From an optimization exercise on the open Yosys and OpenROAD flow, aimed at small area and few clock cycles; shortcuts taken in it are not production practice.
Where RTL was checked, it was by simulation tests only, not by an equivalence proof against the original.
Power and IR drop assume default switching activity.

==> module axis_beat_serializer, before the edit <==
module axis_beat_serializer (
  input  logic                                core_clk,
  input  logic                                core_aresetn,
  input  logic                                hdr_valid_i,
  output logic                                hdr_ready_o,
  output logic                                hdr_en_o,
  input  logic                                rd_busy_i,   
  input  roce_hdr_pkg::roce_hdr_u             hdr_i,
  input  logic                                hdr_is_ack_i,
  output logic [resp_gen_cfg_pkg::DATA_W-1:0] m_axis_tdata_o,
  output logic [resp_gen_cfg_pkg::KEEP_W-1:0] m_axis_tkeep_o,
  output logic                                m_axis_tvalid_o,
  output logic                                m_axis_tlast_o,
  input  logic                                m_axis_tready_i
);
  localparam int unsigned LAST_BEAT = (roce_hdr_pkg::HDR_BYTES
      + roce_hdr_pkg::RD_RESP_PAYLOAD_BYTES - 1) / resp_gen_cfg_pkg::BEAT_BYTES;
  localparam int unsigned CNT_W = $clog2(LAST_BEAT);
  logic                                    busy;       
  logic [CNT_W-1:0]                        beat_cnt;   
  logic [7:0]                              pay_q;
  logic [7:0]                              pay_busy;
  logic                                    last_q;
  logic                                    hdr_fire;
  assign last_q    = beat_cnt == CNT_W'(LAST_BEAT);
  assign hdr_ready_o = !busy && m_axis_tready_i && !rd_busy_i;
  assign hdr_fire  = hdr_valid_i && hdr_ready_o;
  assign hdr_en_o  = !busy;
  assign pay_busy  = {8{busy}} & pay_q;
  assign m_axis_tvalid_o = busy || hdr_fire;
  assign m_axis_tlast_o  = busy ? last_q : hdr_is_ack_i;
  assign m_axis_tkeep_o  = {{(resp_gen_cfg_pkg::KEEP_W - roce_hdr_pkg::HDR_BYTES){!m_axis_tlast_o}},
                            {roce_hdr_pkg::HDR_BYTES{1'b1}}};
  always_comb begin
    for (int i = 0; i < roce_hdr_pkg::HDR_BYTES; i++) begin
      m_axis_tdata_o[i*8 +: 8] = pay_busy | hdr_i.b[i];
    end
    for (int i = roce_hdr_pkg::HDR_BYTES; i < resp_gen_cfg_pkg::KEEP_W; i++) begin
      m_axis_tdata_o[i*8 +: 8] = pay_busy | hdr_i.f.bth_psn[7:0];
    end
  end
  always_ff @(posedge core_clk or negedge core_aresetn) begin
    if (!core_aresetn) begin
      busy     <= 1'b0;
      beat_cnt <= '0;
    end else if (busy) begin
      if (m_axis_tready_i) begin
        busy     <= !last_q;
        beat_cnt <= beat_cnt + 1'b1;
      end
    end else if (hdr_fire && !hdr_is_ack_i) begin
      busy     <= 1'b1;
      beat_cnt <= CNT_W'(1);
    end
  end
  always_ff @(posedge core_clk) begin
    if (hdr_fire) begin
      pay_q <= hdr_i.f.bth_psn[7:0];
    end
  end
endmodule
export LEC_CHECK = 0
export CAP_MARGIN = 20
export CORE_AREA = 10 10 310 310
export CTS_BUF_LIST = sky130_fd_sc_hd__clkbuf_8
export CTS_CLUSTER_DIAMETER = 60
export CTS_CLUSTER_SIZE = 15
export DIE_AREA = 0 0 320 320
export SLEW_MARGIN = 20
create_clock -name core_clock -period 12.0 [get_ports {core_clk}]
standard.sh (not shown) runs the stock make flow with config.mk's settings and CLKGATE_MAP_FILE= SYNTH_SCRIPT=/design/flow/synth_recipe.tcl, a recipe that flattens the netlist after the stock synthesis.
==> flow/flow/run.sh <==
#!/bin/bash
# The standard layout, except that the port buffers are the smallest
# buffer cell instead of the default delay buffer, and IO pins may sit one
# routing track apart (for a smaller die). Each tool's output goes to the
# ORFS logs under orfs/logs; make's own output to standard.log.
set -o pipefail
bash standard.sh BUFFER_PORTS_ARGS="-buffer_cell sky130_fd_sc_hd__buf_1" \
  PLACE_PINS_ARGS="-min_distance 1 -min_distance_in_tracks" finish > standard.log 2>&1
Rerun with:
--- a/flow/design.v
+++ b/flow/design.v
@@ -318,13 +318,13 @@
   output logic                                m_axis_tvalid_o,
   output logic                                m_axis_tlast_o,
   input  logic                                m_axis_tready_i
 );
   localparam int unsigned LAST_BEAT = (roce_hdr_pkg::HDR_BYTES
       + roce_hdr_pkg::RD_RESP_PAYLOAD_BYTES - 1) / resp_gen_cfg_pkg::BEAT_BYTES;
-  localparam int unsigned CNT_W = $clog2(LAST_BEAT);
+  localparam int unsigned CNT_W = 2;
   logic                                    busy;       
   logic [CNT_W-1:0]                        beat_cnt;   
   logic [7:0]                              pay_q;
   logic [7:0]                              pay_busy;
   logic                                    last_q;
   logic                                    hdr_fire;
Die area does not change.
Routed wire length is unchanged.
Synthesized area is unchanged.
Count of clock-buffer cells in the layout does not change.
Worst setup slack does not change.
Utilization stays the same.
Total power stays the same.
Testbench counts after the change, summed over its fixed seeds: cycles 3,454.
Only the layout flow was run in the first run of this note; the RTL was not checked for function there.

==> what the ideal ports hide <==
The flow's constraints put no driver on any port. The routed layouts listed below were extracted and timed again, unchanged, in two steps. Step 1: set_driving_cell puts a clkbuf_16 on core_clk and a buf_2 on each other input, an assumption about the parent block. Step 2 also shifts input and output timing later by t, the mid clock arrival at the registers, as if the neighbouring blocks saw the same clock. a / b / c = ideal ports / drivers / drivers and shift; a / b = the first two.
run | t (ns) | slack for setup (ns) | hold slack, ns | worst slew at a driven data input, ns | pins driven straight from the clock port
the first run | 0.699 | 0.879 / 0.820 / 0.820 | 0.479 / 0.479 / 0.479 | 0.21 | 1
the second run | 0.699 | 0.879 / 0.820 / 0.820 | 0.479 / 0.479 / 0.479 | 0.21 | 1
After both steps setup and hold are still met in every run listed.
